Context: an optimization exercise on an open-source flow, tuned for small area, a short achievable clock period and few clock cycles per item. The choices shown serve that exercise and are no tape-out recipe. Only simulation tests tie the RTL to the original design; equivalence was not proved. Power figures rest on the tool's default switching activity, not on a simulated workload.

// router_top
module router_top (
  input  logic         clk,
  input  logic         rst,
  input  logic [159:0] rx_data,
  input  logic [4:0]   rx_rts,
  output logic [4:0]   rx_dcts,
  output logic [159:0] tx_data,
  output logic [4:0]   tx_rts,
  input  logic [4:0]   tx_dcts
);
Size: roughly 620 cells after synthesis, about 340 I/O pins.
Settings: LEC_CHECK=0, CAP_MARGIN=20, CORE_MARGIN=2, CORE_UTILIZATION=45, PLACE_DENSITY=0.55, SETUP_SLACK_MARGIN=2.35, SLEW_MARGIN=20, SYNTH_HIERARCHICAL=1; clock period 5.0 ns.
standard.sh (not shown) runs the stock make flow with config.mk's settings and CLKGATE_MAP_FILE= SYNTH_SCRIPT=/design/flow/synth_recipe.tcl, a recipe that flattens the netlist after the stock synthesis.
==> flow/flow/run.sh <==
#!/bin/bash
# The standard layout, with two changes to how it is built:
# - the smallest buffer on every port (buffer_ports would otherwise pick
#   clkdlybuf4s50_1); repair_timing still resizes any port buffer on a path
#   that needs it;
# - clock tree synthesis with clkbuf_8 for the root, clkbuf_4 or clkbuf_8 in the tree, and no
#   dummy loads.
set -euo pipefail
export BUFFER_PORTS_ARGS="-buffer_cell sky130_fd_sc_hd__buf_1"
export CTS_ARGS='-sink_clustering_enable -repair_clock_nets -buf_list {sky130_fd_sc_hd__clkbuf_4 sky130_fd_sc_hd__clkbuf_8} -root_buf sky130_fd_sc_hd__clkbuf_8 -dont_use_dummy_load'
bash standard.sh > standard_flow.log 2>&1
Testbench counts at the start, summed over its fixed seeds: cycles 6,593, flits 10,803.
Then changed:
--- a/flow/flow/run.sh
+++ b/flow/flow/run.sh
@@ -6 +6 @@
-# - clock tree synthesis with clkbuf_8 for the root, clkbuf_4 or clkbuf_8 in the tree, and no
+# - clock tree synthesis with clkbuf_8 for the root and the tree, and no
@@ -10 +10 @@
-export CTS_ARGS='-sink_clustering_enable -repair_clock_nets -buf_list {sky130_fd_sc_hd__clkbuf_4 sky130_fd_sc_hd__clkbuf_8} -root_buf sky130_fd_sc_hd__clkbuf_8 -dont_use_dummy_load'
+export CTS_ARGS="-sink_clustering_enable -repair_clock_nets -buf_list sky130_fd_sc_hd__clkbuf_8 -root_buf sky130_fd_sc_hd__clkbuf_8 -dont_use_dummy_load"
--- a/flow/config.mk
+++ b/flow/config.mk
@@ -8 +8 @@
-export CAP_MARGIN = 20
+export CAP_MARGIN = 5
@@ -13 +13 @@
-export SLEW_MARGIN = 20
+export SLEW_MARGIN = 5
Outcome:
- The changed run went through all stages and came out clean
- total power is unchanged
- via count does not change
- global-route usage stays the same
- worst setup slack stays the same
- non-clock buffer count is unchanged
- sequential power hardly moves
Then changed:
--- a/flow/config.mk
+++ b/flow/config.mk
@@ -8 +8 @@
-export CAP_MARGIN = 5
+export CAP_MARGIN = 20
@@ -10,2 +10,2 @@
-export CORE_UTILIZATION = 45
-export PLACE_DENSITY = 0.55
+export CORE_UTILIZATION = 30
+export PLACE_DENSITY = 0.4
@@ -13 +13 @@
-export SLEW_MARGIN = 5
+export SLEW_MARGIN = 20
Outcome: The new run ran to the end with no violations; core utilization decreases by 16 points; combinational power is about the same; setup slack improved by 0.0041 ns; hold slack is about the same; register-to-register slack improved by 0.05 ns; first-iteration DRC count decreases by about a fifth; final area increases slightly; total power increases by a few percent; sequential power stays flat; die area increases by well over a third; wire length increases by about a fifth.
Then changed:
==> flow/flow/run.sh (replaced) <==
#!/bin/bash
# The standard layout, with the smallest buffer on every port (buffer_ports
# would otherwise pick clkdlybuf4s50_1); repair_timing still resizes any port
# buffer on a path that needs it.
set -euo pipefail
export BUFFER_PORTS_ARGS="-buffer_cell sky130_fd_sc_hd__buf_1"
bash standard.sh > standard_flow.log 2>&1
--- a/flow/config.mk
+++ b/flow/config.mk
@@ -10,0 +11,3 @@
+export CTS_BUF_LIST = sky130_fd_sc_hd__clkbuf_8
+export CTS_CLUSTER_DIAMETER = 100
+export CTS_CLUSTER_SIZE = 30
@@ -12 +15 @@
-export SETUP_SLACK_MARGIN = 2.35
+export SETUP_SLACK_MARGIN = 2.55
=> The new run completed with no timing, DRC or antenna violations. Non-clock buffer count climbs by 21. Synthesized area is unchanged. Power climbs by 12%. Hold slack improved by 0.0036 ns. Routed wire length climbs by 3.1%. Global-route usage is about the same. Clock-buffer cell count does not change. Final area climbs by 9.1%. Fmax climbs by 1.5%. Via count climbs by 2.9%. Worst setup slack improved by 0.038 ns.
Then changed:
==> flow/flow/run.sh (replaced) <==
#!/bin/bash
# The standard layout, with two changes to how it is built:
# - the smallest buffer on every port (buffer_ports would otherwise pick
#   clkdlybuf4s50_1); repair_timing still resizes any port buffer on a path
#   that needs it;
# - clock tree synthesis with clkbuf_8 for the root and the tree, and no
#   dummy loads.
set -euo pipefail
export BUFFER_PORTS_ARGS="-buffer_cell sky130_fd_sc_hd__buf_1"
export CTS_ARGS="-sink_clustering_enable -repair_clock_nets -buf_list sky130_fd_sc_hd__clkbuf_8 -root_buf sky130_fd_sc_hd__clkbuf_8 -dont_use_dummy_load"
bash standard.sh > standard_flow.log 2>&1
--- a/flow/config.mk
+++ b/flow/config.mk
@@ -11,3 +10,0 @@
-export CTS_BUF_LIST = sky130_fd_sc_hd__clkbuf_8
-export CTS_CLUSTER_DIAMETER = 100
-export CTS_CLUSTER_SIZE = 30
@@ -15 +12 @@
-export SETUP_SLACK_MARGIN = 2.55
+export SETUP_SLACK_MARGIN = 2.2
Effect:
- The new run completed without violations
- global-route usage stays flat
- sequential share of layout area climbs by 2.1 points
- clock-buffer cell count is unchanged
- via count drops by 1.9%
- sequential power is about the same
- area after synthesis is unchanged

==> afterwards: timing with drivers on the ports <==
How much do the figures lean on ideal ports? The routed layouts below were timed once more, with nothing changed but the port constraints. Step 1 assumes that a clkbuf_16 drives the clock port and a buf_2 every other input. Step 2 adds t to the input delays and takes it off the output delays; t is the mean of the earliest and latest rising clock arrival at the registers after step 1. Input paths then give back, and output paths get back, about the clock's delay inside the block. a / b / c = ideal / step 1 / step 2; a / b = the first two.
run	shift t [ns]	slack for setup (ns)	hold slack, ns	latest minus earliest clock arrival (ns)	cell pins on the clock port's net
the first run	0.388	2.389 / 2.369 / 2.048	0.470 / 0.470 / 0.470	0.028 / 0.028	1
the second run	0.388	2.389 / 2.369 / 2.048	0.470 / 0.470 / 0.470	0.028 / 0.028	1
the third run	0.416	2.394 / 2.370 / 2.148	0.473 / 0.473 / 0.473	0.025 / 0.025	1
the fourth run	0.421	2.431 / 2.386 / 2.185	0.476 / 0.476 / 0.476	0.011 / 0.012	1
the fifth run	0.410	2.342 / 2.319 / 1.988	0.472 / 0.472 / 0.472	0.023 / 0.024	1
After both steps setup and hold are still met in every run listed. For the fifth run, which loses most, drivers alone change the setup slack by -0.023 ns; drivers and shift together by -0.354 ns.
